Background: an optimization exercise with open tools, aiming at small area, a short achievable clock period and few clock cycles per item. Do not read the settings as production practice. In this exercise RTL edits were held to simulation tests only and were not proved equivalent to the original. Power figures rest on the tool's default switching activity, not on a simulated workload.

==> design/flow/design.v <==
module ex_stage (
    input  logic        clk,
    input  logic        rst,
    input  logic        id_ex_valid,
    input  logic [31:0] id_ex_pc,
    input  logic [31:0] id_ex_rs1_data,
    input  logic [31:0] id_ex_rs2_data,
    input  logic [31:0] id_ex_imm,
    input  logic        id_ex_alu_src,
    input  logic [3:0]  id_ex_alu_op,
    input  logic        id_ex_branch,
    input  logic [2:0]  id_ex_funct3,
    input  logic [4:0]  id_ex_rd,
    input  logic        id_ex_reg_write,
    input  logic        id_ex_mem_read,
    input  logic        id_ex_mem_write,
    input  logic        id_ex_mem_to_reg,
    input  logic [1:0]  forwardA,
    input  logic [1:0]  forwardB,
    input  logic [31:0] mem_wb_fwd_data,
    input  logic        mem_stall,
    input  logic        flush,
    output logic        ex_busy,
    output logic        ex_mem_valid,
    output logic        ex_mem_reg_write,
    output logic        ex_mem_mem_read,
    output logic        ex_mem_mem_write,
    output logic        ex_mem_mem_to_reg,
    output logic [31:0] ex_mem_alu_result,
    output logic [31:0] ex_mem_store_data,
    output logic [4:0]  ex_mem_rd,
    output logic        ex_mem_branch_taken,
    output logic [31:0] ex_mem_branch_target
);
    logic [31:0] opa, fwdb, opb;
    always_comb begin
        case (forwardA)
            2'b01:   opa = ex_mem_alu_result;
            2'b10:   opa = mem_wb_fwd_data;
            default: opa = id_ex_rs1_data;
        endcase
        case (forwardB)
            2'b01:   fwdb = ex_mem_alu_result;
            2'b10:   fwdb = mem_wb_fwd_data;
            default: fwdb = id_ex_rs2_data;
        endcase
        opb = id_ex_alu_src ? id_ex_imm : fwdb;
    end
    logic        is_sub;
    logic [32:0] sum;
    logic        ltu, lts;
    logic        is_shift, sh_right;
    logic [31:0] opa_rev, ain;
    logic [7:0]  shdec;
    logic [31:0] alu_res;
    assign is_sub = (id_ex_alu_op != 4'd0);
    assign sum    = {1'b0, opa} + {1'b0, is_sub ? ~opb : opb} + {32'd0, is_sub};
    assign ltu    = ~sum[32];
    assign lts    = (opa[31] ^ opb[31]) ? opa[31] : sum[31];
    assign is_shift = ~id_ex_alu_op[3] & id_ex_alu_op[2] & (id_ex_alu_op[1] | id_ex_alu_op[0]);
    assign sh_right = is_shift & id_ex_alu_op[1];
    always_comb begin
        for (int i = 0; i < 32; i++) opa_rev[i] = opa[31-i];
        for (int i = 0; i < 8; i++) shdec[i] = (opb[2:0] == 3'(i));
    end
    assign ain = (~id_ex_alu_op[3] & id_ex_alu_op[1]) ? opa_rev : opa;
    always_comb begin
        case (id_ex_alu_op)
            4'd0, 4'd1: alu_res = sum[31:0];
            4'd2:       alu_res = opa & opb;
            4'd3:       alu_res = opa | opb;
            4'd4:       alu_res = opa ^ opb;
            4'd8:       alu_res = {31'd0, lts};
            4'd9:       alu_res = {31'd0, ltu};
            default:    alu_res = opb;    
        endcase
    end
    logic [3:0]  sel_q;           
    logic         cl_q;            
    logic [31:0]  hh;              
    logic [7:0]  bsl;
    logic [39:0] xs, xc;          
    logic [8:0]  lowsum;
    logic         is_mul;
    logic [31:0]  mq_q;
    logic [31:0] pp0;
    logic [31:0] pp1;
    logic [31:0] pp2;
    logic [31:0] pp3;
    logic [31:0] pp4;
    logic [31:0] pp5;
    logic [31:0] pp6;
    logic [31:0] pp7;
    logic fs0, fc0;
    logic fs1, fc1;
    logic fs2, fc2;
    logic fs3, fc3;
    logic fs4, fc4;
    logic fs5, fc5;
    logic fs6, fc6;
    logic fs7, fc7;
    logic fs8, fc8;
    logic fs9, fc9;
    logic fs10, fc10;
    logic fs11, fc11;
    logic fs12, fc12;
    logic fs13, fc13;
    logic fs14, fc14;
    logic fs15, fc15;
    logic fs16, fc16;
    logic fs17, fc17;
    logic fs18, fc18;
    logic fs19, fc19;
    logic fs20, fc20;
    logic fs21, fc21;
    logic fs22, fc22;
    logic fs23, fc23;
    logic fs24, fc24;
    logic fs25, fc25;
    logic fs26, fc26;
    logic fs27, fc27;
    logic fs28, fc28;
    logic fs29, fc29;
    logic fs30, fc30;
    logic fs31, fc31;
    logic fs32, fc32;
    logic fs33, fc33;
    logic fs34, fc34;
    logic fs35, fc35;
    logic fs36, fc36;
    logic fs37, fc37;
    logic fs38, fc38;
    logic fs39, fc39;
    logic fs40, fc40;
    logic fs41, fc41;
    logic fs42, fc42;
    logic fs43, fc43;
    logic fs44, fc44;
    logic fs45, fc45;
    logic fs46, fc46;
    logic fs47, fc47;
    logic fs48, fc48;
    logic fs49, fc49;
    logic fs50, fc50;
    logic fs51, fc51;
    logic fs52, fc52;
    logic fs53, fc53;
    logic fs54, fc54;
    logic fs55, fc55;
    logic fs56, fc56;
    logic fs57, fc57;
    logic fs58, fc58;
    logic fs59, fc59;
    logic fs60, fc60;
    logic fs61, fc61;
    logic fs62, fc62;
    logic fs63, fc63;
    logic fs64, fc64;
    logic fs65, fc65;
    logic fs66, fc66;
    logic fs67, fc67;
    logic fs68, fc68;
    logic fs69, fc69;
    logic fs70, fc70;
    logic fs71, fc71;
    logic fs72, fc72;
    logic fs73, fc73;
    logic fs74, fc74;
    logic fs75, fc75;
    logic fs76, fc76;
    logic fs77, fc77;
    logic fs78, fc78;
    logic fs79, fc79;
    logic fs80, fc80;
    logic fs81, fc81;
    logic fs82, fc82;
    logic fs83, fc83;
    logic fs84, fc84;
    logic fs85, fc85;
    logic fs86, fc86;
    logic fs87, fc87;
    logic fs88, fc88;
    logic fs89, fc89;
    logic fs90, fc90;
    logic fs91, fc91;
    logic fs92, fc92;
    logic fs93, fc93;
    logic fs94, fc94;
    logic fs95, fc95;
    logic fs96, fc96;
    logic fs97, fc97;
    logic fs98, fc98;
    logic fs99, fc99;
    logic fs100, fc100;
    logic fs101, fc101;
    logic fs102, fc102;
    logic fs103, fc103;
    logic fs104, fc104;
    logic fs105, fc105;
    logic fs106, fc106;
    logic fs107, fc107;
    logic fs108, fc108;
    logic fs109, fc109;
    logic fs110, fc110;
    logic fs111, fc111;
    logic fs112, fc112;
    logic fs113, fc113;
    logic fs114, fc114;
    logic fs115, fc115;
    logic fs116, fc116;
    logic fs117, fc117;
    logic fs118, fc118;
    logic fs119, fc119;
    logic fs120, fc120;
    logic fs121, fc121;
    logic fs122, fc122;
    logic fs123, fc123;
    logic fs124, fc124;
    logic fs125, fc125;
    logic fs126, fc126;
    logic fs127, fc127;
    logic fs128, fc128;
    logic fs129, fc129;
    logic fs130, fc130;
    logic fs131, fc131;
    logic fs132, fc132;
    logic fs133, fc133;
    logic fs134, fc134;
    logic fs135, fc135;
    logic fs136, fc136;
    logic fs137, fc137;
    logic fs138, fc138;
    logic fs139, fc139;
    logic fs140, fc140;
    logic fs141, fc141;
    logic fs142, fc142;
    logic fs143, fc143;
    logic fs144, fc144;
    logic fs145, fc145;
    logic fs146, fc146;
    logic fs147, fc147;
    logic fs148, fc148;
    logic fs149, fc149;
    logic fs150, fc150;
    logic fs151, fc151;
    logic fs152, fc152;
    logic fs153, fc153;
    logic fs154, fc154;
    logic fs155, fc155;
    logic fs156, fc156;
    logic fs157, fc157;
    logic fs158, fc158;
    logic fs159, fc159;
    logic fs160, fc160;
    logic fs161, fc161;
    logic fs162, fc162;
    logic fs163, fc163;
    logic fs164, fc164;
    logic fs165, fc165;
    logic fs166, fc166;
    logic fs167, fc167;
    logic fs168, fc168;
    logic fs169, fc169;
    logic fs170, fc170;
    logic fs171, fc171;
    logic fs172, fc172;
    logic fs173, fc173;
    logic fs174, fc174;
    logic fs175, fc175;
    logic fs176, fc176;
    logic fs177, fc177;
    logic fs178, fc178;
    logic fs179, fc179;
    logic fs180, fc180;
    logic fs181, fc181;
    logic fs182, fc182;
    logic fs183, fc183;
    logic fs184, fc184;
    logic fs185, fc185;
    logic fs186, fc186;
    logic fs187, fc187;
    logic fs188, fc188;
    logic fs189, fc189;
    logic fs190, fc190;
    logic fs191, fc191;
    logic fs192, fc192;
    logic fs193, fc193;
    logic fs194, fc194;
    logic fs195, fc195;
    logic fs196, fc196;
    logic fs197, fc197;
    logic fs198, fc198;
    logic fs199, fc199;
    logic fs200, fc200;
    logic fs201, fc201;
    logic fs202, fc202;
    logic fs203, fc203;
    logic fs204, fc204;
    logic fs205, fc205;
    logic fs206, fc206;
    logic fs207, fc207;
    logic fs208, fc208;
    logic fs209, fc209;
    logic hs0, hc0;
    logic hs1, hc1;
    logic hs2, hc2;
    logic hs3, hc3;
    logic hs4, hc4;
    logic hs5, hc5;
    logic hs6, hc6;
    assign is_mul = id_ex_alu_op[3] & id_ex_alu_op[1];    
    assign bsl    = ~id_ex_alu_op[3] ? shdec : (sel_q[0] ? opb[7:0] : mq_q[7:0]);
    assign hh     = {32{~sel_q[0]}} & (target_q + store_q + {31'd0, cl_q});
    assign pp0 = ain & {32{bsl[0]}};
    assign pp1 = ain & {32{bsl[1]}};
    assign pp2 = ain & {32{bsl[2]}};
    assign pp3 = ain & {32{bsl[3]}};
    assign pp4 = ain & {32{bsl[4]}};
    assign pp5 = ain & {32{bsl[5]}};
    assign pp6 = ain & {32{bsl[6]}};
    assign pp7 = ain & {32{bsl[7]}};
    assign hs0  = hh[5] ^ pp0[5];
    assign hc0 = hh[5] & pp0[5];
    assign fs0  = hh[6] ^ pp0[6] ^ pp1[5];
    assign fc0 = (hh[6] & pp0[6]) | (hh[6] & pp1[5]) | (pp0[6] & pp1[5]);
    assign hs1  = pp2[4] ^ pp3[3];
    assign hc1 = pp2[4] & pp3[3];
    assign fs1  = hh[7] ^ pp0[7] ^ pp1[6];
    assign fc1 = (hh[7] & pp0[7]) | (hh[7] & pp1[6]) | (pp0[7] & pp1[6]);
    assign fs2  = pp2[5] ^ pp3[4] ^ pp4[3];
    assign fc2 = (pp2[5] & pp3[4]) | (pp2[5] & pp4[3]) | (pp3[4] & pp4[3]);
    assign hs2  = pp5[2] ^ pp6[1];
    assign hc2 = pp5[2] & pp6[1];
    assign fs3  = hh[8] ^ pp0[8] ^ pp1[7];
    assign fc3 = (hh[8] & pp0[8]) | (hh[8] & pp1[7]) | (pp0[8] & pp1[7]);
    assign fs4  = pp2[6] ^ pp3[5] ^ pp4[4];
    assign fc4 = (pp2[6] & pp3[5]) | (pp2[6] & pp4[4]) | (pp3[5] & pp4[4]);
    assign fs5  = pp5[3] ^ pp6[2] ^ pp7[1];
    assign fc5 = (pp5[3] & pp6[2]) | (pp5[3] & pp7[1]) | (pp6[2] & pp7[1]);
    assign fs6  = hh[9] ^ pp0[9] ^ pp1[8];
    assign fc6 = (hh[9] & pp0[9]) | (hh[9] & pp1[8]) | (pp0[9] & pp1[8]);
    assign fs7  = pp2[7] ^ pp3[6] ^ pp4[5];
    assign fc7 = (pp2[7] & pp3[6]) | (pp2[7] & pp4[5]) | (pp3[6] & pp4[5]);
    assign fs8  = pp5[4] ^ pp6[3] ^ pp7[2];
    assign fc8 = (pp5[4] & pp6[3]) | (pp5[4] & pp7[2]) | (pp6[3] & pp7[2]);
    assign fs9  = hh[10] ^ pp0[10] ^ pp1[9];
    assign fc9 = (hh[10] & pp0[10]) | (hh[10] & pp1[9]) | (pp0[10] & pp1[9]);
    assign fs10  = pp2[8] ^ pp3[7] ^ pp4[6];
    assign fc10 = (pp2[8] & pp3[7]) | (pp2[8] & pp4[6]) | (pp3[7] & pp4[6]);
    assign fs11  = pp5[5] ^ pp6[4] ^ pp7[3];
    assign fc11 = (pp5[5] & pp6[4]) | (pp5[5] & pp7[3]) | (pp6[4] & pp7[3]);
    assign fs12  = hh[11] ^ pp0[11] ^ pp1[10];
    assign fc12 = (hh[11] & pp0[11]) | (hh[11] & pp1[10]) | (pp0[11] & pp1[10]);
    assign fs13  = pp2[9] ^ pp3[8] ^ pp4[7];
    assign fc13 = (pp2[9] & pp3[8]) | (pp2[9] & pp4[7]) | (pp3[8] & pp4[7]);
    assign fs14  = pp5[6] ^ pp6[5] ^ pp7[4];
    assign fc14 = (pp5[6] & pp6[5]) | (pp5[6] & pp7[4]) | (pp6[5] & pp7[4]);
    assign fs15  = hh[12] ^ pp0[12] ^ pp1[11];
    assign fc15 = (hh[12] & pp0[12]) | (hh[12] & pp1[11]) | (pp0[12] & pp1[11]);
    assign fs16  = pp2[10] ^ pp3[9] ^ pp4[8];
    assign fc16 = (pp2[10] & pp3[9]) | (pp2[10] & pp4[8]) | (pp3[9] & pp4[8]);
    assign fs17  = pp5[7] ^ pp6[6] ^ pp7[5];
    assign fc17 = (pp5[7] & pp6[6]) | (pp5[7] & pp7[5]) | (pp6[6] & pp7[5]);
    assign fs18  = hh[13] ^ pp0[13] ^ pp1[12];
    assign fc18 = (hh[13] & pp0[13]) | (hh[13] & pp1[12]) | (pp0[13] & pp1[12]);
    assign fs19  = pp2[11] ^ pp3[10] ^ pp4[9];
    assign fc19 = (pp2[11] & pp3[10]) | (pp2[11] & pp4[9]) | (pp3[10] & pp4[9]);
    assign fs20  = pp5[8] ^ pp6[7] ^ pp7[6];
    assign fc20 = (pp5[8] & pp6[7]) | (pp5[8] & pp7[6]) | (pp6[7] & pp7[6]);
    assign fs21  = hh[14] ^ pp0[14] ^ pp1[13];
    assign fc21 = (hh[14] & pp0[14]) | (hh[14] & pp1[13]) | (pp0[14] & pp1[13]);
    assign fs22  = pp2[12] ^ pp3[11] ^ pp4[10];
    assign fc22 = (pp2[12] & pp3[11]) | (pp2[12] & pp4[10]) | (pp3[11] & pp4[10]);
    assign fs23  = pp5[9] ^ pp6[8] ^ pp7[7];
    assign fc23 = (pp5[9] & pp6[8]) | (pp5[9] & pp7[7]) | (pp6[8] & pp7[7]);
    assign fs24  = hh[15] ^ pp0[15] ^ pp1[14];
    assign fc24 = (hh[15] & pp0[15]) | (hh[15] & pp1[14]) | (pp0[15] & pp1[14]);
    assign fs25  = pp2[13] ^ pp3[12] ^ pp4[11];
    assign fc25 = (pp2[13] & pp3[12]) | (pp2[13] & pp4[11]) | (pp3[12] & pp4[11]);
    assign fs26  = pp5[10] ^ pp6[9] ^ pp7[8];
    assign fc26 = (pp5[10] & pp6[9]) | (pp5[10] & pp7[8]) | (pp6[9] & pp7[8]);
    assign fs27  = hh[16] ^ pp0[16] ^ pp1[15];
    assign fc27 = (hh[16] & pp0[16]) | (hh[16] & pp1[15]) | (pp0[16] & pp1[15]);
    assign fs28  = pp2[14] ^ pp3[13] ^ pp4[12];
    assign fc28 = (pp2[14] & pp3[13]) | (pp2[14] & pp4[12]) | (pp3[13] & pp4[12]);
    assign fs29  = pp5[11] ^ pp6[10] ^ pp7[9];
    assign fc29 = (pp5[11] & pp6[10]) | (pp5[11] & pp7[9]) | (pp6[10] & pp7[9]);
    assign fs30  = hh[17] ^ pp0[17] ^ pp1[16];
    assign fc30 = (hh[17] & pp0[17]) | (hh[17] & pp1[16]) | (pp0[17] & pp1[16]);
    assign fs31  = pp2[15] ^ pp3[14] ^ pp4[13];
    assign fc31 = (pp2[15] & pp3[14]) | (pp2[15] & pp4[13]) | (pp3[14] & pp4[13]);
    assign fs32  = pp5[12] ^ pp6[11] ^ pp7[10];
    assign fc32 = (pp5[12] & pp6[11]) | (pp5[12] & pp7[10]) | (pp6[11] & pp7[10]);
    assign fs33  = hh[18] ^ pp0[18] ^ pp1[17];
    assign fc33 = (hh[18] & pp0[18]) | (hh[18] & pp1[17]) | (pp0[18] & pp1[17]);
    assign fs34  = pp2[16] ^ pp3[15] ^ pp4[14];
    assign fc34 = (pp2[16] & pp3[15]) | (pp2[16] & pp4[14]) | (pp3[15] & pp4[14]);
    assign fs35  = pp5[13] ^ pp6[12] ^ pp7[11];
    assign fc35 = (pp5[13] & pp6[12]) | (pp5[13] & pp7[11]) | (pp6[12] & pp7[11]);
    assign fs36  = hh[19] ^ pp0[19] ^ pp1[18];
    assign fc36 = (hh[19] & pp0[19]) | (hh[19] & pp1[18]) | (pp0[19] & pp1[18]);
    assign fs37  = pp2[17] ^ pp3[16] ^ pp4[15];
    assign fc37 = (pp2[17] & pp3[16]) | (pp2[17] & pp4[15]) | (pp3[16] & pp4[15]);
    assign fs38  = pp5[14] ^ pp6[13] ^ pp7[12];
    assign fc38 = (pp5[14] & pp6[13]) | (pp5[14] & pp7[12]) | (pp6[13] & pp7[12]);
    assign fs39  = hh[20] ^ pp0[20] ^ pp1[19];
    assign fc39 = (hh[20] & pp0[20]) | (hh[20] & pp1[19]) | (pp0[20] & pp1[19]);
    assign fs40  = pp2[18] ^ pp3[17] ^ pp4[16];
    assign fc40 = (pp2[18] & pp3[17]) | (pp2[18] & pp4[16]) | (pp3[17] & pp4[16]);
    assign fs41  = pp5[15] ^ pp6[14] ^ pp7[13];
    assign fc41 = (pp5[15] & pp6[14]) | (pp5[15] & pp7[13]) | (pp6[14] & pp7[13]);
    assign fs42  = hh[21] ^ pp0[21] ^ pp1[20];
    assign fc42 = (hh[21] & pp0[21]) | (hh[21] & pp1[20]) | (pp0[21] & pp1[20]);
    assign fs43  = pp2[19] ^ pp3[18] ^ pp4[17];
    assign fc43 = (pp2[19] & pp3[18]) | (pp2[19] & pp4[17]) | (pp3[18] & pp4[17]);
    assign fs44  = pp5[16] ^ pp6[15] ^ pp7[14];
    assign fc44 = (pp5[16] & pp6[15]) | (pp5[16] & pp7[14]) | (pp6[15] & pp7[14]);
    assign fs45  = hh[22] ^ pp0[22] ^ pp1[21];
    assign fc45 = (hh[22] & pp0[22]) | (hh[22] & pp1[21]) | (pp0[22] & pp1[21]);
    assign fs46  = pp2[20] ^ pp3[19] ^ pp4[18];
    assign fc46 = (pp2[20] & pp3[19]) | (pp2[20] & pp4[18]) | (pp3[19] & pp4[18]);
    assign fs47  = pp5[17] ^ pp6[16] ^ pp7[15];
    assign fc47 = (pp5[17] & pp6[16]) | (pp5[17] & pp7[15]) | (pp6[16] & pp7[15]);
    assign fs48  = hh[23] ^ pp0[23] ^ pp1[22];
    assign fc48 = (hh[23] & pp0[23]) | (hh[23] & pp1[22]) | (pp0[23] & pp1[22]);
    assign fs49  = pp2[21] ^ pp3[20] ^ pp4[19];
    assign fc49 = (pp2[21] & pp3[20]) | (pp2[21] & pp4[19]) | (pp3[20] & pp4[19]);
    assign fs50  = pp5[18] ^ pp6[17] ^ pp7[16];
    assign fc50 = (pp5[18] & pp6[17]) | (pp5[18] & pp7[16]) | (pp6[17] & pp7[16]);
    assign fs51  = hh[24] ^ pp0[24] ^ pp1[23];
    assign fc51 = (hh[24] & pp0[24]) | (hh[24] & pp1[23]) | (pp0[24] & pp1[23]);
    assign fs52  = pp2[22] ^ pp3[21] ^ pp4[20];
    assign fc52 = (pp2[22] & pp3[21]) | (pp2[22] & pp4[20]) | (pp3[21] & pp4[20]);
    assign fs53  = pp5[19] ^ pp6[18] ^ pp7[17];
    assign fc53 = (pp5[19] & pp6[18]) | (pp5[19] & pp7[17]) | (pp6[18] & pp7[17]);
    assign fs54  = hh[25] ^ pp0[25] ^ pp1[24];
    assign fc54 = (hh[25] & pp0[25]) | (hh[25] & pp1[24]) | (pp0[25] & pp1[24]);
    assign fs55  = pp2[23] ^ pp3[22] ^ pp4[21];
    assign fc55 = (pp2[23] & pp3[22]) | (pp2[23] & pp4[21]) | (pp3[22] & pp4[21]);
    assign fs56  = pp5[20] ^ pp6[19] ^ pp7[18];
    assign fc56 = (pp5[20] & pp6[19]) | (pp5[20] & pp7[18]) | (pp6[19] & pp7[18]);
    assign fs57  = hh[26] ^ pp0[26] ^ pp1[25];
    assign fc57 = (hh[26] & pp0[26]) | (hh[26] & pp1[25]) | (pp0[26] & pp1[25]);
    assign fs58  = pp2[24] ^ pp3[23] ^ pp4[22];
    assign fc58 = (pp2[24] & pp3[23]) | (pp2[24] & pp4[22]) | (pp3[23] & pp4[22]);
    assign fs59  = pp5[21] ^ pp6[20] ^ pp7[19];
    assign fc59 = (pp5[21] & pp6[20]) | (pp5[21] & pp7[19]) | (pp6[20] & pp7[19]);
    assign fs60  = hh[27] ^ pp0[27] ^ pp1[26];
    assign fc60 = (hh[27] & pp0[27]) | (hh[27] & pp1[26]) | (pp0[27] & pp1[26]);
    assign fs61  = pp2[25] ^ pp3[24] ^ pp4[23];
    assign fc61 = (pp2[25] & pp3[24]) | (pp2[25] & pp4[23]) | (pp3[24] & pp4[23]);
    assign fs62  = pp5[22] ^ pp6[21] ^ pp7[20];
    assign fc62 = (pp5[22] & pp6[21]) | (pp5[22] & pp7[20]) | (pp6[21] & pp7[20]);
    assign fs63  = hh[28] ^ pp0[28] ^ pp1[27];
    assign fc63 = (hh[28] & pp0[28]) | (hh[28] & pp1[27]) | (pp0[28] & pp1[27]);
    assign fs64  = pp2[26] ^ pp3[25] ^ pp4[24];
    assign fc64 = (pp2[26] & pp3[25]) | (pp2[26] & pp4[24]) | (pp3[25] & pp4[24]);
    assign fs65  = pp5[23] ^ pp6[22] ^ pp7[21];
    assign fc65 = (pp5[23] & pp6[22]) | (pp5[23] & pp7[21]) | (pp6[22] & pp7[21]);
    assign fs66  = hh[29] ^ pp0[29] ^ pp1[28];
    assign fc66 = (hh[29] & pp0[29]) | (hh[29] & pp1[28]) | (pp0[29] & pp1[28]);
    assign fs67  = pp2[27] ^ pp3[26] ^ pp4[25];
    assign fc67 = (pp2[27] & pp3[26]) | (pp2[27] & pp4[25]) | (pp3[26] & pp4[25]);
    assign fs68  = pp5[24] ^ pp6[23] ^ pp7[22];
    assign fc68 = (pp5[24] & pp6[23]) | (pp5[24] & pp7[22]) | (pp6[23] & pp7[22]);
    assign fs69  = hh[30] ^ pp0[30] ^ pp1[29];
    assign fc69 = (hh[30] & pp0[30]) | (hh[30] & pp1[29]) | (pp0[30] & pp1[29]);
    assign fs70  = pp2[28] ^ pp3[27] ^ pp4[26];
    assign fc70 = (pp2[28] & pp3[27]) | (pp2[28] & pp4[26]) | (pp3[27] & pp4[26]);
    assign fs71  = pp5[25] ^ pp6[24] ^ pp7[23];
    assign fc71 = (pp5[25] & pp6[24]) | (pp5[25] & pp7[23]) | (pp6[24] & pp7[23]);
    assign fs72  = hh[31] ^ pp0[31] ^ pp1[30];
    assign fc72 = (hh[31] & pp0[31]) | (hh[31] & pp1[30]) | (pp0[31] & pp1[30]);
    assign fs73  = pp2[29] ^ pp3[28] ^ pp4[27];
    assign fc73 = (pp2[29] & pp3[28]) | (pp2[29] & pp4[27]) | (pp3[28] & pp4[27]);
    assign fs74  = pp5[26] ^ pp6[25] ^ pp7[24];
    assign fc74 = (pp5[26] & pp6[25]) | (pp5[26] & pp7[24]) | (pp6[25] & pp7[24]);
    assign fs75  = pp1[31] ^ pp2[30] ^ pp3[29];
    assign fc75 = (pp1[31] & pp2[30]) | (pp1[31] & pp3[29]) | (pp2[30] & pp3[29]);
    assign fs76  = pp4[28] ^ pp5[27] ^ pp6[26];
    assign fc76 = (pp4[28] & pp5[27]) | (pp4[28] & pp6[26]) | (pp5[27] & pp6[26]);
    assign fs77  = pp2[31] ^ pp3[30] ^ pp4[29];
    assign fc77 = (pp2[31] & pp3[30]) | (pp2[31] & pp4[29]) | (pp3[30] & pp4[29]);
    assign hs3  = hh[3] ^ pp0[3];
    assign hc3 = hh[3] & pp0[3];
    assign fs78  = hh[4] ^ pp0[4] ^ pp1[3];
    assign fc78 = (hh[4] & pp0[4]) | (hh[4] & pp1[3]) | (pp0[4] & pp1[3]);
    assign hs4  = pp2[2] ^ pp3[1];
    assign hc4 = pp2[2] & pp3[1];
    assign fs79  = pp1[4] ^ pp2[3] ^ pp3[2];
    assign fc79 = (pp1[4] & pp2[3]) | (pp1[4] & pp3[2]) | (pp2[3] & pp3[2]);
    assign fs80  = pp4[1] ^ pp5[0] ^ hs0;
    assign fc80 = (pp4[1] & pp5[0]) | (pp4[1] & hs0) | (pp5[0] & hs0);
    assign fs81  = pp4[2] ^ pp5[1] ^ pp6[0];
    assign fc81 = (pp4[2] & pp5[1]) | (pp4[2] & pp6[0]) | (pp5[1] & pp6[0]);
    assign fs82  = hc0 ^ fs0 ^ hs1;
    assign fc82 = (hc0 & fs0) | (hc0 & hs1) | (fs0 & hs1);
    assign fs83  = pp7[0] ^ fc0 ^ hc1;
    assign fc83 = (pp7[0] & fc0) | (pp7[0] & hc1) | (fc0 & hc1);
    assign fs84  = fs1 ^ fs2 ^ hs2;
    assign fc84 = (fs1 & fs2) | (fs1 & hs2) | (fs2 & hs2);
    assign fs85  = fc1 ^ fc2 ^ hc2;
    assign fc85 = (fc1 & fc2) | (fc1 & hc2) | (fc2 & hc2);
    assign fs86  = fs3 ^ fs4 ^ fs5;
    assign fc86 = (fs3 & fs4) | (fs3 & fs5) | (fs4 & fs5);
    assign fs87  = fc3 ^ fc4 ^ fc5;
    assign fc87 = (fc3 & fc4) | (fc3 & fc5) | (fc4 & fc5);
    assign fs88  = fs6 ^ fs7 ^ fs8;
    assign fc88 = (fs6 & fs7) | (fs6 & fs8) | (fs7 & fs8);
    assign fs89  = fc6 ^ fc7 ^ fc8;
    assign fc89 = (fc6 & fc7) | (fc6 & fc8) | (fc7 & fc8);
    assign fs90  = fs9 ^ fs10 ^ fs11;
    assign fc90 = (fs9 & fs10) | (fs9 & fs11) | (fs10 & fs11);
    assign fs91  = fc9 ^ fc10 ^ fc11;
    assign fc91 = (fc9 & fc10) | (fc9 & fc11) | (fc10 & fc11);
    assign fs92  = fs12 ^ fs13 ^ fs14;
    assign fc92 = (fs12 & fs13) | (fs12 & fs14) | (fs13 & fs14);
    assign fs93  = fc12 ^ fc13 ^ fc14;
    assign fc93 = (fc12 & fc13) | (fc12 & fc14) | (fc13 & fc14);
    assign fs94  = fs15 ^ fs16 ^ fs17;
    assign fc94 = (fs15 & fs16) | (fs15 & fs17) | (fs16 & fs17);
    assign fs95  = fc15 ^ fc16 ^ fc17;
    assign fc95 = (fc15 & fc16) | (fc15 & fc17) | (fc16 & fc17);
    assign fs96  = fs18 ^ fs19 ^ fs20;
    assign fc96 = (fs18 & fs19) | (fs18 & fs20) | (fs19 & fs20);
    assign fs97  = fc18 ^ fc19 ^ fc20;
    assign fc97 = (fc18 & fc19) | (fc18 & fc20) | (fc19 & fc20);
    assign fs98  = fs21 ^ fs22 ^ fs23;
    assign fc98 = (fs21 & fs22) | (fs21 & fs23) | (fs22 & fs23);
    assign fs99  = fc21 ^ fc22 ^ fc23;
    assign fc99 = (fc21 & fc22) | (fc21 & fc23) | (fc22 & fc23);
    assign fs100  = fs24 ^ fs25 ^ fs26;
    assign fc100 = (fs24 & fs25) | (fs24 & fs26) | (fs25 & fs26);
    assign fs101  = fc24 ^ fc25 ^ fc26;
    assign fc101 = (fc24 & fc25) | (fc24 & fc26) | (fc25 & fc26);
    assign fs102  = fs27 ^ fs28 ^ fs29;
    assign fc102 = (fs27 & fs28) | (fs27 & fs29) | (fs28 & fs29);
    assign fs103  = fc27 ^ fc28 ^ fc29;
    assign fc103 = (fc27 & fc28) | (fc27 & fc29) | (fc28 & fc29);
    assign fs104  = fs30 ^ fs31 ^ fs32;
    assign fc104 = (fs30 & fs31) | (fs30 & fs32) | (fs31 & fs32);
    assign fs105  = fc30 ^ fc31 ^ fc32;
    assign fc105 = (fc30 & fc31) | (fc30 & fc32) | (fc31 & fc32);
    assign fs106  = fs33 ^ fs34 ^ fs35;
    assign fc106 = (fs33 & fs34) | (fs33 & fs35) | (fs34 & fs35);
    assign fs107  = fc33 ^ fc34 ^ fc35;
    assign fc107 = (fc33 & fc34) | (fc33 & fc35) | (fc34 & fc35);
    assign fs108  = fs36 ^ fs37 ^ fs38;
    assign fc108 = (fs36 & fs37) | (fs36 & fs38) | (fs37 & fs38);
    assign fs109  = fc36 ^ fc37 ^ fc38;
    assign fc109 = (fc36 & fc37) | (fc36 & fc38) | (fc37 & fc38);
    assign fs110  = fs39 ^ fs40 ^ fs41;
    assign fc110 = (fs39 & fs40) | (fs39 & fs41) | (fs40 & fs41);
    assign fs111  = fc39 ^ fc40 ^ fc41;
    assign fc111 = (fc39 & fc40) | (fc39 & fc41) | (fc40 & fc41);
    assign fs112  = fs42 ^ fs43 ^ fs44;
    assign fc112 = (fs42 & fs43) | (fs42 & fs44) | (fs43 & fs44);
    assign fs113  = fc42 ^ fc43 ^ fc44;
    assign fc113 = (fc42 & fc43) | (fc42 & fc44) | (fc43 & fc44);
    assign fs114  = fs45 ^ fs46 ^ fs47;
    assign fc114 = (fs45 & fs46) | (fs45 & fs47) | (fs46 & fs47);
    assign fs115  = fc45 ^ fc46 ^ fc47;
    assign fc115 = (fc45 & fc46) | (fc45 & fc47) | (fc46 & fc47);
    assign fs116  = fs48 ^ fs49 ^ fs50;
    assign fc116 = (fs48 & fs49) | (fs48 & fs50) | (fs49 & fs50);
    assign fs117  = fc48 ^ fc49 ^ fc50;
    assign fc117 = (fc48 & fc49) | (fc48 & fc50) | (fc49 & fc50);
    assign fs118  = fs51 ^ fs52 ^ fs53;
    assign fc118 = (fs51 & fs52) | (fs51 & fs53) | (fs52 & fs53);
    assign fs119  = fc51 ^ fc52 ^ fc53;
    assign fc119 = (fc51 & fc52) | (fc51 & fc53) | (fc52 & fc53);
    assign fs120  = fs54 ^ fs55 ^ fs56;
    assign fc120 = (fs54 & fs55) | (fs54 & fs56) | (fs55 & fs56);
    assign fs121  = fc54 ^ fc55 ^ fc56;
    assign fc121 = (fc54 & fc55) | (fc54 & fc56) | (fc55 & fc56);
    assign fs122  = fs57 ^ fs58 ^ fs59;
    assign fc122 = (fs57 & fs58) | (fs57 & fs59) | (fs58 & fs59);
    assign fs123  = fc57 ^ fc58 ^ fc59;
    assign fc123 = (fc57 & fc58) | (fc57 & fc59) | (fc58 & fc59);
    assign fs124  = fs60 ^ fs61 ^ fs62;
    assign fc124 = (fs60 & fs61) | (fs60 & fs62) | (fs61 & fs62);
    assign fs125  = fc60 ^ fc61 ^ fc62;
    assign fc125 = (fc60 & fc61) | (fc60 & fc62) | (fc61 & fc62);
    assign fs126  = fs63 ^ fs64 ^ fs65;
    assign fc126 = (fs63 & fs64) | (fs63 & fs65) | (fs64 & fs65);
    assign fs127  = fc63 ^ fc64 ^ fc65;
    assign fc127 = (fc63 & fc64) | (fc63 & fc65) | (fc64 & fc65);
    assign fs128  = fs66 ^ fs67 ^ fs68;
    assign fc128 = (fs66 & fs67) | (fs66 & fs68) | (fs67 & fs68);
    assign fs129  = fc66 ^ fc67 ^ fc68;
    assign fc129 = (fc66 & fc67) | (fc66 & fc68) | (fc67 & fc68);
    assign fs130  = fs69 ^ fs70 ^ fs71;
    assign fc130 = (fs69 & fs70) | (fs69 & fs71) | (fs70 & fs71);
    assign fs131  = fc69 ^ fc70 ^ fc71;
    assign fc131 = (fc69 & fc70) | (fc69 & fc71) | (fc70 & fc71);
    assign fs132  = fs72 ^ fs73 ^ fs74;
    assign fc132 = (fs72 & fs73) | (fs72 & fs74) | (fs73 & fs74);
    assign fs133  = pp7[25] ^ fc72 ^ fc73;
    assign fc133 = (pp7[25] & fc72) | (pp7[25] & fc73) | (fc72 & fc73);
    assign fs134  = fc74 ^ fs75 ^ fs76;
    assign fc134 = (fc74 & fs75) | (fc74 & fs76) | (fs75 & fs76);
    assign fs135  = pp5[28] ^ pp6[27] ^ pp7[26];
    assign fc135 = (pp5[28] & pp6[27]) | (pp5[28] & pp7[26]) | (pp6[27] & pp7[26]);
    assign fs136  = fc75 ^ fc76 ^ fs77;
    assign fc136 = (fc75 & fc76) | (fc75 & fs77) | (fc76 & fs77);
    assign fs137  = pp3[31] ^ pp4[30] ^ pp5[29];
    assign fc137 = (pp3[31] & pp4[30]) | (pp3[31] & pp5[29]) | (pp4[30] & pp5[29]);
    assign fs138  = pp6[28] ^ pp7[27] ^ fc77;
    assign fc138 = (pp6[28] & pp7[27]) | (pp6[28] & fc77) | (pp7[27] & fc77);
    assign fs139  = pp4[31] ^ pp5[30] ^ pp6[29];
    assign fc139 = (pp4[31] & pp5[30]) | (pp4[31] & pp6[29]) | (pp5[30] & pp6[29]);
    assign hs5  = hh[2] ^ pp0[2];
    assign hc5 = hh[2] & pp0[2];
    assign fs140  = pp1[2] ^ pp2[1] ^ pp3[0];
    assign fc140 = (pp1[2] & pp2[1]) | (pp1[2] & pp3[0]) | (pp2[1] & pp3[0]);
    assign fs141  = pp4[0] ^ hc3 ^ fs78;
    assign fc141 = (pp4[0] & hc3) | (pp4[0] & fs78) | (hc3 & fs78);
    assign fs142  = fc78 ^ hc4 ^ fs79;
    assign fc142 = (fc78 & hc4) | (fc78 & fs79) | (hc4 & fs79);
    assign fs143  = fc79 ^ fc80 ^ fs81;
    assign fc143 = (fc79 & fc80) | (fc79 & fs81) | (fc80 & fs81);
    assign fs144  = fc81 ^ fc82 ^ fs83;
    assign fc144 = (fc81 & fc82) | (fc81 & fs83) | (fc82 & fs83);
    assign fs145  = fc83 ^ fc84 ^ fs85;
    assign fc145 = (fc83 & fc84) | (fc83 & fs85) | (fc84 & fs85);
    assign fs146  = fc85 ^ fc86 ^ fs87;
    assign fc146 = (fc85 & fc86) | (fc85 & fs87) | (fc86 & fs87);
    assign fs147  = fc87 ^ fc88 ^ fs89;
    assign fc147 = (fc87 & fc88) | (fc87 & fs89) | (fc88 & fs89);
    assign fs148  = fc89 ^ fc90 ^ fs91;
    assign fc148 = (fc89 & fc90) | (fc89 & fs91) | (fc90 & fs91);
    assign fs149  = fc91 ^ fc92 ^ fs93;
    assign fc149 = (fc91 & fc92) | (fc91 & fs93) | (fc92 & fs93);
    assign fs150  = fc93 ^ fc94 ^ fs95;
    assign fc150 = (fc93 & fc94) | (fc93 & fs95) | (fc94 & fs95);
    assign fs151  = fc95 ^ fc96 ^ fs97;
    assign fc151 = (fc95 & fc96) | (fc95 & fs97) | (fc96 & fs97);
    assign fs152  = fc97 ^ fc98 ^ fs99;
    assign fc152 = (fc97 & fc98) | (fc97 & fs99) | (fc98 & fs99);
    assign fs153  = fc99 ^ fc100 ^ fs101;
    assign fc153 = (fc99 & fc100) | (fc99 & fs101) | (fc100 & fs101);
    assign fs154  = fc101 ^ fc102 ^ fs103;
    assign fc154 = (fc101 & fc102) | (fc101 & fs103) | (fc102 & fs103);
    assign fs155  = fc103 ^ fc104 ^ fs105;
    assign fc155 = (fc103 & fc104) | (fc103 & fs105) | (fc104 & fs105);
    assign fs156  = fc105 ^ fc106 ^ fs107;
    assign fc156 = (fc105 & fc106) | (fc105 & fs107) | (fc106 & fs107);
    assign fs157  = fc107 ^ fc108 ^ fs109;
    assign fc157 = (fc107 & fc108) | (fc107 & fs109) | (fc108 & fs109);
    assign fs158  = fc109 ^ fc110 ^ fs111;
    assign fc158 = (fc109 & fc110) | (fc109 & fs111) | (fc110 & fs111);
    assign fs159  = fc111 ^ fc112 ^ fs113;
    assign fc159 = (fc111 & fc112) | (fc111 & fs113) | (fc112 & fs113);
    assign fs160  = fc113 ^ fc114 ^ fs115;
    assign fc160 = (fc113 & fc114) | (fc113 & fs115) | (fc114 & fs115);
    assign fs161  = fc115 ^ fc116 ^ fs117;
    assign fc161 = (fc115 & fc116) | (fc115 & fs117) | (fc116 & fs117);
    assign fs162  = fc117 ^ fc118 ^ fs119;
    assign fc162 = (fc117 & fc118) | (fc117 & fs119) | (fc118 & fs119);
    assign fs163  = fc119 ^ fc120 ^ fs121;
    assign fc163 = (fc119 & fc120) | (fc119 & fs121) | (fc120 & fs121);
    assign fs164  = fc121 ^ fc122 ^ fs123;
    assign fc164 = (fc121 & fc122) | (fc121 & fs123) | (fc122 & fs123);
    assign fs165  = fc123 ^ fc124 ^ fs125;
    assign fc165 = (fc123 & fc124) | (fc123 & fs125) | (fc124 & fs125);
    assign fs166  = fc125 ^ fc126 ^ fs127;
    assign fc166 = (fc125 & fc126) | (fc125 & fs127) | (fc126 & fs127);
    assign fs167  = fc127 ^ fc128 ^ fs129;
    assign fc167 = (fc127 & fc128) | (fc127 & fs129) | (fc128 & fs129);
    assign fs168  = fc129 ^ fc130 ^ fs131;
    assign fc168 = (fc129 & fc130) | (fc129 & fs131) | (fc130 & fs131);
    assign fs169  = fc131 ^ fc132 ^ fs133;
    assign fc169 = (fc131 & fc132) | (fc131 & fs133) | (fc132 & fs133);
    assign fs170  = fc133 ^ fc134 ^ fs135;
    assign fc170 = (fc133 & fc134) | (fc133 & fs135) | (fc134 & fs135);
    assign fs171  = fc135 ^ fc136 ^ fs137;
    assign fc171 = (fc135 & fc136) | (fc135 & fs137) | (fc136 & fs137);
    assign fs172  = pp7[28] ^ fc137 ^ fc138;
    assign fc172 = (pp7[28] & fc137) | (pp7[28] & fc138) | (fc137 & fc138);
    assign fs173  = pp5[31] ^ pp6[30] ^ pp7[29];
    assign fc173 = (pp5[31] & pp6[30]) | (pp5[31] & pp7[29]) | (pp6[30] & pp7[29]);
    assign hs6  = hh[1] ^ pp0[1];
    assign hc6 = hh[1] & pp0[1];
    assign fs174  = pp1[1] ^ pp2[0] ^ hs5;
    assign fc174 = (pp1[1] & pp2[0]) | (pp1[1] & hs5) | (pp2[0] & hs5);
    assign fs175  = hs3 ^ hc5 ^ fs140;
    assign fc175 = (hs3 & hc5) | (hs3 & fs140) | (hc5 & fs140);
    assign fs176  = hs4 ^ fc140 ^ fs141;
    assign fc176 = (hs4 & fc140) | (hs4 & fs141) | (fc140 & fs141);
    assign fs177  = fs80 ^ fc141 ^ fs142;
    assign fc177 = (fs80 & fc141) | (fs80 & fs142) | (fc141 & fs142);
    assign fs178  = fs82 ^ fc142 ^ fs143;
    assign fc178 = (fs82 & fc142) | (fs82 & fs143) | (fc142 & fs143);
    assign fs179  = fs84 ^ fc143 ^ fs144;
    assign fc179 = (fs84 & fc143) | (fs84 & fs144) | (fc143 & fs144);
    assign fs180  = fs86 ^ fc144 ^ fs145;
    assign fc180 = (fs86 & fc144) | (fs86 & fs145) | (fc144 & fs145);
    assign fs181  = fs88 ^ fc145 ^ fs146;
    assign fc181 = (fs88 & fc145) | (fs88 & fs146) | (fc145 & fs146);
    assign fs182  = fs90 ^ fc146 ^ fs147;
    assign fc182 = (fs90 & fc146) | (fs90 & fs147) | (fc146 & fs147);
    assign fs183  = fs92 ^ fc147 ^ fs148;
    assign fc183 = (fs92 & fc147) | (fs92 & fs148) | (fc147 & fs148);
    assign fs184  = fs94 ^ fc148 ^ fs149;
    assign fc184 = (fs94 & fc148) | (fs94 & fs149) | (fc148 & fs149);
    assign fs185  = fs96 ^ fc149 ^ fs150;
    assign fc185 = (fs96 & fc149) | (fs96 & fs150) | (fc149 & fs150);
    assign fs186  = fs98 ^ fc150 ^ fs151;
    assign fc186 = (fs98 & fc150) | (fs98 & fs151) | (fc150 & fs151);
    assign fs187  = fs100 ^ fc151 ^ fs152;
    assign fc187 = (fs100 & fc151) | (fs100 & fs152) | (fc151 & fs152);
    assign fs188  = fs102 ^ fc152 ^ fs153;
    assign fc188 = (fs102 & fc152) | (fs102 & fs153) | (fc152 & fs153);
    assign fs189  = fs104 ^ fc153 ^ fs154;
    assign fc189 = (fs104 & fc153) | (fs104 & fs154) | (fc153 & fs154);
    assign fs190  = fs106 ^ fc154 ^ fs155;
    assign fc190 = (fs106 & fc154) | (fs106 & fs155) | (fc154 & fs155);
    assign fs191  = fs108 ^ fc155 ^ fs156;
    assign fc191 = (fs108 & fc155) | (fs108 & fs156) | (fc155 & fs156);
    assign fs192  = fs110 ^ fc156 ^ fs157;
    assign fc192 = (fs110 & fc156) | (fs110 & fs157) | (fc156 & fs157);
    assign fs193  = fs112 ^ fc157 ^ fs158;
    assign fc193 = (fs112 & fc157) | (fs112 & fs158) | (fc157 & fs158);
    assign fs194  = fs114 ^ fc158 ^ fs159;
    assign fc194 = (fs114 & fc158) | (fs114 & fs159) | (fc158 & fs159);
    assign fs195  = fs116 ^ fc159 ^ fs160;
    assign fc195 = (fs116 & fc159) | (fs116 & fs160) | (fc159 & fs160);
    assign fs196  = fs118 ^ fc160 ^ fs161;
    assign fc196 = (fs118 & fc160) | (fs118 & fs161) | (fc160 & fs161);
    assign fs197  = fs120 ^ fc161 ^ fs162;
    assign fc197 = (fs120 & fc161) | (fs120 & fs162) | (fc161 & fs162);
    assign fs198  = fs122 ^ fc162 ^ fs163;
    assign fc198 = (fs122 & fc162) | (fs122 & fs163) | (fc162 & fs163);
    assign fs199  = fs124 ^ fc163 ^ fs164;
    assign fc199 = (fs124 & fc163) | (fs124 & fs164) | (fc163 & fs164);
    assign fs200  = fs126 ^ fc164 ^ fs165;
    assign fc200 = (fs126 & fc164) | (fs126 & fs165) | (fc164 & fs165);
    assign fs201  = fs128 ^ fc165 ^ fs166;
    assign fc201 = (fs128 & fc165) | (fs128 & fs166) | (fc165 & fs166);
    assign fs202  = fs130 ^ fc166 ^ fs167;
    assign fc202 = (fs130 & fc166) | (fs130 & fs167) | (fc166 & fs167);
    assign fs203  = fs132 ^ fc167 ^ fs168;
    assign fc203 = (fs132 & fc167) | (fs132 & fs168) | (fc167 & fs168);
    assign fs204  = fs134 ^ fc168 ^ fs169;
    assign fc204 = (fs134 & fc168) | (fs134 & fs169) | (fc168 & fs169);
    assign fs205  = fs136 ^ fc169 ^ fs170;
    assign fc205 = (fs136 & fc169) | (fs136 & fs170) | (fc169 & fs170);
    assign fs206  = fs138 ^ fc170 ^ fs171;
    assign fc206 = (fs138 & fc170) | (fs138 & fs171) | (fc170 & fs171);
    assign fs207  = fs139 ^ fc171 ^ fs172;
    assign fc207 = (fs139 & fc171) | (fs139 & fs172) | (fc171 & fs172);
    assign fs208  = fc139 ^ fc172 ^ fs173;
    assign fc208 = (fc139 & fc172) | (fc139 & fs173) | (fc172 & fs173);
    assign fs209  = pp6[31] ^ pp7[30] ^ fc173;
    assign fc209 = (pp6[31] & pp7[30]) | (pp6[31] & fc173) | (pp7[30] & fc173);
    assign xs[0] = hh[0];
    assign xc[0] = pp0[0];
    assign xs[1] = pp1[0];
    assign xc[1] = hs6;
    assign xs[2] = hc6;
    assign xc[2] = fs174;
    assign xs[3] = fc174;
    assign xc[3] = fs175;
    assign xs[4] = fc175;
    assign xc[4] = fs176;
    assign xs[5] = fc176;
    assign xc[5] = fs177;
    assign xs[6] = fc177;
    assign xc[6] = fs178;
    assign xs[7] = fc178;
    assign xc[7] = fs179;
    assign xs[8] = fc179;
    assign xc[8] = fs180;
    assign xs[9] = fc180;
    assign xc[9] = fs181;
    assign xs[10] = fc181;
    assign xc[10] = fs182;
    assign xs[11] = fc182;
    assign xc[11] = fs183;
    assign xs[12] = fc183;
    assign xc[12] = fs184;
    assign xs[13] = fc184;
    assign xc[13] = fs185;
    assign xs[14] = fc185;
    assign xc[14] = fs186;
    assign xs[15] = fc186;
    assign xc[15] = fs187;
    assign xs[16] = fc187;
    assign xc[16] = fs188;
    assign xs[17] = fc188;
    assign xc[17] = fs189;
    assign xs[18] = fc189;
    assign xc[18] = fs190;
    assign xs[19] = fc190;
    assign xc[19] = fs191;
    assign xs[20] = fc191;
    assign xc[20] = fs192;
    assign xs[21] = fc192;
    assign xc[21] = fs193;
    assign xs[22] = fc193;
    assign xc[22] = fs194;
    assign xs[23] = fc194;
    assign xc[23] = fs195;
    assign xs[24] = fc195;
    assign xc[24] = fs196;
    assign xs[25] = fc196;
    assign xc[25] = fs197;
    assign xs[26] = fc197;
    assign xc[26] = fs198;
    assign xs[27] = fc198;
    assign xc[27] = fs199;
    assign xs[28] = fc199;
    assign xc[28] = fs200;
    assign xs[29] = fc200;
    assign xc[29] = fs201;
    assign xs[30] = fc201;
    assign xc[30] = fs202;
    assign xs[31] = fc202;
    assign xc[31] = fs203;
    assign xs[32] = fc203;
    assign xc[32] = fs204;
    assign xs[33] = fc204;
    assign xc[33] = fs205;
    assign xs[34] = fc205;
    assign xc[34] = fs206;
    assign xs[35] = fc206;
    assign xc[35] = fs207;
    assign xs[36] = fc207;
    assign xc[36] = fs208;
    assign xs[37] = fc208;
    assign xc[37] = fs209;
    assign xs[38] = pp7[31];
    assign xc[38] = fc209;
    assign xs[39] = 1'b0;
    assign xc[39] = 1'b0;
    assign lowsum = {1'b0, xs[7:0]} + {1'b0, xc[7:0]};
    logic br_eq, br_ltu, br_lts, br_cond;
    assign br_eq  = (opa == fwdb);
    assign br_ltu = (opa < fwdb);
    assign br_lts = (opa[31] ^ fwdb[31]) ? opa[31] : br_ltu;
    always_comb begin
        case (id_ex_funct3[2:1])
            2'b00:   br_cond = br_eq;
            2'b10:   br_cond = br_lts;
            default: br_cond = br_ltu;
        endcase
        br_cond = br_cond ^ id_ex_funct3[0];
    end
    logic accept, mul_step, last;
    assign last     = sel_q[3];
    assign ex_busy  = is_mul & ~last;
    assign accept   = id_ex_valid & ~ex_busy & ~mem_stall & ~flush;
    assign mul_step = id_ex_valid & is_mul & ~last & ~flush & ~mem_stall;
    always_ff @(posedge clk) begin
        if (rst || flush || !id_ex_valid || accept) begin
            sel_q <= 4'(1);
        end else if (mul_step) begin
            sel_q <= sel_q << 1;
        end
    end
    always_ff @(posedge clk) begin
        if (mul_step) begin
            mq_q <= {lowsum[7:0], (sel_q[0] ? opb[31:8] : mq_q[31:8])};
            cl_q <= lowsum[8];
        end
    end
    logic        valid_q, rw_q, mr_q, mw_q, m2r_q, taken_q;
    logic [31:0] res_s_q, res_c_q, store_q, target_q;
    logic        res_ci_q;
    logic [4:0]  rd_q;
    logic [4:0]  sh_amt_q;            
    logic        sh_rev_q, sh_fill_q;
    logic [31:0] res_sum, res_shl, res_fill, res_out;
    logic [31:0] res_s_d, res_c_d;
    logic        res_ci_d;
    logic m_lo, m_hi;
    assign m_lo = is_mul & ~id_ex_alu_op[0];
    assign m_hi = is_mul & id_ex_alu_op[0];
    assign res_s_d  = ({32{m_lo}} & {xs[7:0], mq_q[31:8]}) | ({32{m_hi}} & xs[39:8]) |
                      ({32{is_shift}} & xs[31:0]) |
                      ({32{~is_mul & ~is_shift}} & alu_res);
    assign res_c_d  = ({32{m_lo}} & {xc[7:0], 24'd0}) | ({32{m_hi}} & xc[39:8]) |
                      ({32{is_shift}} & xc[31:0]);
    assign res_ci_d = m_hi & lowsum[8];
    always_ff @(posedge clk) begin
        if (rst || flush) begin
            valid_q <= 1'b0;
            rw_q    <= 1'b0;
            mr_q    <= 1'b0;
            mw_q    <= 1'b0;
            m2r_q   <= 1'b0;
            taken_q <= 1'b0;
        end else if (!mem_stall) begin
            valid_q <= accept;
            rw_q    <= accept & id_ex_reg_write;
            mr_q    <= accept & id_ex_mem_read;
            mw_q    <= accept & id_ex_mem_write;
            m2r_q   <= accept & id_ex_mem_to_reg;
            taken_q <= accept & id_ex_branch & br_cond;
        end
    end
    always_ff @(posedge clk) begin
        if (accept) begin
            res_s_q   <= res_s_d;
            res_c_q   <= res_c_d;
            res_ci_q  <= res_ci_d;
            store_q   <= fwdb;
            sh_amt_q  <= {5{is_shift}} & opb[4:0];
            sh_rev_q  <= sh_right;
            sh_fill_q <= sh_right & id_ex_alu_op[0] & opa[31];
            rd_q      <= id_ex_rd;
            target_q  <= id_ex_pc + id_ex_imm;
        end else if (mul_step) begin
            store_q   <= xc[39:8];
            target_q  <= xs[39:8];
        end
    end
    assign ex_mem_valid         = valid_q;
    assign ex_mem_reg_write     = rw_q;
    assign ex_mem_mem_read      = mr_q;
    assign ex_mem_mem_write     = mw_q;
    assign ex_mem_mem_to_reg    = m2r_q;
    assign res_sum  = res_s_q + res_c_q + {31'd0, res_ci_q};
    assign res_shl  = res_sum << {sh_amt_q[4:3], 3'd0};
    always_comb begin
        for (int i = 0; i < 32; i++) res_fill[i] = sh_fill_q & (5'(i) < sh_amt_q);
    end
    always_comb begin
        for (int i = 0; i < 32; i++) res_out[i] = sh_rev_q ? (res_shl[31-i] | res_fill[31-i])
                                                             : res_shl[i];
    end
    assign ex_mem_alu_result    = res_out;
    assign ex_mem_store_data    = store_q;
    assign ex_mem_rd            = rd_q;
    assign ex_mem_branch_taken  = taken_q;
    assign ex_mem_branch_target = target_q;
endmodule
==> design/flow/flow/run.sh <==
#!/bin/bash
# Standard synthesis, then the standard layout with timing repair aimed
# below the clock period (setup margin in flow/margin.txt), so the achieved
# period shrinks. Ports are buffered with buf_1 rather than the delay cell
# buffer_ports picks by default.
set -euo pipefail
MARGIN=$(cat flow/margin.txt)
bash standard.sh synth > synth.log 2>&1
bash standard.sh SETUP_SLACK_MARGIN=$MARGIN "BUFFER_PORTS_ARGS=-buffer_cell sky130_fd_sc_hd__buf_1" finish > layout.log 2>&1
==> design/flow/flow/margin.txt <==
10.1
==> design/flow/standard.sh <==
#!/bin/bash
# synth_recipe.tcl (not shown) runs the flow's synth.tcl, then flattens the netlist and writes it again
# the make line also repeats each setting of config.mk as NAME=value (left out here)
make -C /OpenROAD-flow-scripts/flow DESIGN_CONFIG=/design/flow/config.mk WORK_HOME=/design/flow/orfs CLKGATE_MAP_FILE= SYNTH_SCRIPT=/design/flow/synth_recipe.tcl "${@:-finish}"
==> design/flow/config.mk <==
export PLATFORM = sky130hd
export DESIGN_NAME = ex_stage
export DESIGN_NICKNAME = ex_stage
export VERILOG_FILES = /design/flow/design.v
export SDC_FILE = /design/flow/constraint.sdc
export NUM_CORES = 4
export LEC_CHECK = 0
export ABC_AREA = 1
export CAP_MARGIN = 20
export CORE_MARGIN = 2
export CORE_UTILIZATION = 35
export SLEW_MARGIN = 20
==> design/flow/constraint.sdc <==
create_clock -name core_clock -period 18.0 [get_ports {clk}]
set_input_delay 3.6000 -clock core_clock [delete_from_list [all_inputs] [get_ports {clk}]]
set_output_delay 3.6000 -clock core_clock [all_outputs]
set_load 0.01 [all_outputs]
==> Implementation_results.wiki <==
{| class="wikitable"
! Metric !! Value
|-
| Later-pin clock latency in the skew report || about 0.50 ns
|-
| IO Pins || between 200 and 300
|-
| Post-synthesis to final-layout area growth || 18.9%
|-
| Number of global-route vias before repair || 26.9k
|-
| Number of antenna violations at the first check in global routing || 4
|-
| Hold Path Sink || valid_q
|-
| Wire length of the first global-routing pass || 188000 µm
|-
| Total power density per cell area || between 100 and 150 mW/mm²
|-
| Slew headroom || 27.6%
|-
| Synthesized cell area || about 0.027 mm²
|-
| Actual slew at the worst max-slew pin || 1.07 ns
|-
| Unrepaired setup endpoints after global routing || yes
|-
| TritonRoute pass-1 iters || 6
|-
| Share of total power in sequential cells || ~18%
|-
| Sinks on Clock Net || between 150 and 200
|-
| Share of flip-flops with an asynchronous set or reset after synthesis || 0%
|-
| Clk network pwr share || 12.4%
|-
| Max frequency || 126 MHz
|-
| TritonCTS clock tree || built
|-
| Yosys reg bits || ~180
|-
| Per-cell via count in the routed design || roughly 5.8
|-
| Area of the core || 0.0762 mm²
|-
| Comb pwr share || 70.0%
|-
| Reported net switching power || between 1500 and 2000 µW
|-
| Deepest clock path buffer count || 2
|-
| Starting density of the core || a little over a third
|-
| Fin. Hold Viols || 0
|-
| Final WS setup || ~10 ns
|-
| Post-route standard cell area excluding fillers || about 0.032 mm²
|-
| Post-place setup slack || just under 8 ns
|-
| Gpl congestion || just over 1
|-
| Number of cells produced by synthesis || between 3k and 4k
|-
| Min-delay src || valid_q
|-
| Post-Place Cells || 4941
|-
| Number of distinct library cells after synthesis || 66
|-
| Largest delay share family, worst path || adder cells
|-
| Pin count of the biggest net entering global routing || 92
|-
| Number of nets at the end of the flow || roughly 4.7k
|-
| Setup slack of the worst register-to-register path || roughly 10 ns
|-
| Most Frequent Cell on Critical Path || sky130_fd_sc_hd__inv_1
|-
| Ys Warns || 1
|-
| Number of pins exceeding their max-slew limit in the final report || 0
|-
| Number of cells on the worst hold path || 2
|-
| Final setup violation count || 0
|-
| Critical path endpoint category || flop
|-
| Aggregate global-route resource usage || roughly a third
|-
| Internal power summed over all cells || about 1600 µW
|-
| Number of buffers added by the clock tree synthesis step || 17
|-
| Run status || timing/DRC/antenna clean
|-
| Reg-to-reg critical path startpoint || res_ci_q
|-
| Kind of critical path || in -> reg
|-
| Clock skew || between 0.015 and 0.02 ns
|-
| Total half-perimeter wirelength after legalization and detailed placement || between 100000 and 150000 µm
|-
| Utilization of the core after routing || between 40 and 50%
|-
| Die Ht || around 280 µm
|-
| Worst Setup Start Kind || primary input
|-
| Final period utilization || about 44%
|-
| CP max stage cell || sky130_fd_sc_hd__fa_2
|-
| CTS root buf || sky130_fd_sc_hd__clkbuf_16
|-
| Total wirelength of the detailed-routed design || ~140000 µm
|-
| Number of buffers inserted by port buffering || 294
|-
| Count of max-cap constraint violations || 0
|-
| Capturing point of the worst reg2reg path || res_s_q[22]
|-
| Total congestion overflow after global routing || 0
|-
| Bufs and invs on worst path || 8
|-
| Highest-count cells in the layout ignoring fill and taps || sky130_fd_sc_hd__nand2_1, sky130_fd_sc_hd__inv_1, sky130_fd_sc_hd__buf_1, sky130_fd_sc_hd__a21oi_1, sky130_fd_sc_hd__nor2_1
|-
| Final std cells w/o fill || between 5k and 6k
|-
| Ordered cell list for the critical path || buf_1, inv_1, ha_4, buf_12, inv_1, buf_12, o21ai_1, inv_2, o21ai_2, nor2_1, fa_1, inv_1, fa_1, inv_1, fa_1, fa_2, a221oi_2, o21ai_1
|-
| Cell leakage power || 0.0143 µW
|-
| Syn_nets || about 4.3k
|-
| Required time reported for the critical path endpoint || about 18 ns
|-
| Starting DRC count in detailed routing || 3996
|-
| Worst min-delay path class || reg -> reg
|-
| Most common library cell in the layout ignoring fill and taps || sky130_fd_sc_hd__nand2_1
|-
| Count of antenna diodes in the layout || 0
|-
| Clock-pin transition on the worst setup and hold timing paths || roughly 0.090 ns
|-
| DRC Markers || 0
|-
| Setup total negative slack || 0 ns
|-
| Worst IR drop on VDD || about 0.076 mV
|-
| Flip-flop cell with the highest count after synthesis || sky130_fd_sc_hd__edfxtp_1
|-
| Wire length per cell || roughly 27 µm
|-
| Cell count of the worst reg-to-reg path || 32
|-
| Post-place instance area || ~0.03 mm²
|-
| Switching part of the total || 53.5%
|-
| Crit-path max cell delay || approximately 0.48 ns
|-
| DIE AREA || 0.0794 mm²
|-
| Number of H-tree levels || 4
|-
| Shortest clock period the worst path allows after layout || 7.92 ns
|-
| Antenna-violating nets left || 0
|-
| Arrival @ worst endpoint || slightly above 8 ns
|-
| Routed via count || roughly 29k
|-
| Number of enable flip-flop cells after synthesis || 174
|-
| Mean cell area of the mapped netlist || 7.35 µm²
|-
| Largest fanout of any net on the critical path || 32
|-
| Die Width || between 200 and 300 µm
|-
| Rows || just over 100
|-
| Sequential area share after synthesis || 20.1%
|-
| Share of post-route cells with drive strength above 1 || roughly an eighth
|}
==> worst max-delay path by stage <==
stage	endpoint	depth (start not counted)	slack (ns)	startpoint
final	res_s_q[15]	18	10.08	forwardA[0]
after global routing	res_ci_q	25	10.03	forwardA[0]
after CTS	res_ci_q	21	10.02	forwardB[0]
after detailed placement	res_ci_q	19	7.88	forwardA[0]
after global placement	res_ci_q	19	7.96	forwardA[0]
after floorplan	res_ci_q	23	10.11	forwardB[0]
==> flip-flops by register name (all words and copies together), names as in the netlist, 4 cells and up <==
signal,flops
store_q,32
rd_q,5
target_q,32
sh_amt_q,5
res_s_q,32
sel_q,4
res_c_q,32
mq_q,32
==> Yosys cell counts, drive strengths merged (16+ instances only) <==
cell	count	area [µm²]
nor2	288	1110
o21ai	349	1810
xor2	63	552
inv	561	2110
nor3	26	130
xnor2	26	228
fa	217	4340
buf	28	150
o22ai	34	213
nand2	816	3090
o211ai	19	143
edfxtp	174	5230
o21a	16	120
a21oi	300	1520
clkbuf	103	387
or2	50	313
ha	237	2970
nand3	159	801
a221oi	31	272
==> layout make-up <==
class                      count  area [µm²]
timing repair inverter         2        36.3
fill                        7902       44100
timing repair buffer         447        2550
tap                         1030        1290
clock inverter                15         204
sequential                   184        5430
multi-input combinational   2796       19900
inverter                     567        2240
clock buffer                  17         425
==> per-layer routing <==
| layer | GRT usage (%) | wire [µm] | vias to the layer above |
|---|---|---|---|
| li1 | - | - | 12900 |
| met1 | 43.9 | 52800 | 13900 |
| met2 | 51.6 | 58500 | 1916 |
| met3 | 8.76 | 16400 | 348 |
| met4 | 14.4 | 7510 | 6 |
| met5 | 0 | 41 | - |
==> power groups by stage <==
stage	logic (µW)	clock network (µW)	registers, µW
after floorplan	1180	0	602
after global placement	2020	0	605
after detailed placement	2020	0	605
after CTS	2140	418	596
after global routing	2500	433	599
final	2360	418	596
==> kinds of logic (layout without fill, tap and decap cells) <==
kind of cell	after synthesis	after routing	share of synthesized area [%]
buffers and inverters	698	1048	9.88
and+or+nand+nor	1365	1367	20.8
xor gates and xnor gates	89	89	2.89
AOI/OAI and AO/OA	884	884	19.2
DFF	184	184	20.1
adders and majority gates	454	454	27.1
muxes	2	2	0.0741
==> worst register-to-register path: cells and delay by family, from the launching register on <==
kind / cells / cell delay [ns]
buffers and inverters: 5 / 0.46
AO/OA/AOI/OAI: 8 / 1.79
adder cells (fa/ha/maj): 6 / 2.52
XOR/XNOR: 1 / 0.19
flip-flops: 1 / 0.41
AND/OR/NAND/NOR: 12 / 1.86
==> per-stage QoR <==
step | power, µW | hold slack, ns
floorplan | 1780 | 0.422
global placement | 2620 | 0.434
detailed placement | 2630 | 0.436
CTS | 3150 | 0.470
global route | 3530 | 0.483
finish | 3380 | 0.470
==> repair_timing <==
item / 4_1_cts / 5_1_grt
pin swaps: 18 / 68
hold buffers: 0 / 0
buffers inserted: 31 / 46
gates cloned: 6 / 2
resized for setup: 195 / 194
setup endpoints to repair: 132 / 121
Testbench counts, summed over its fixed seeds: cycles 25,557, instructions 16,000.

## port drivers added, routing unchanged
The flow's constraints put no driver on any port. The routed layout listed below was extracted and timed again, unchanged, in two steps. Step 1 (the two cells are an assumption about what drives the block):
set clk [get_ports {clk}]
set_driving_cell -lib_cell sky130_fd_sc_hd__clkbuf_16 $clk
set_driving_cell -lib_cell sky130_fd_sc_hd__buf_2 [delete_from_list [all_inputs] $clk]
Step 2 moves the port delays by t, midway between the first and last clock arrival at a register: inputs arrive t later, outputs are due t later. That takes back most of the time a late clock gives input paths. a / b / c = no drivers / after step 1 / after step 2; a / b = the first two.
t (ns): 0.563
setup WS [ns]: 10.079 / 10.067 / 9.558
latest minus earliest clock arrival (ns): 0.017 / 0.018
slew at the worst register clock pin (ns): 0.09 / 0.09
cell pins on the clock port's net: 1
After both steps setup and hold are still met in this run. The setup slack of this run moves by -0.012 ns with the drivers and by -0.521 ns with both steps.
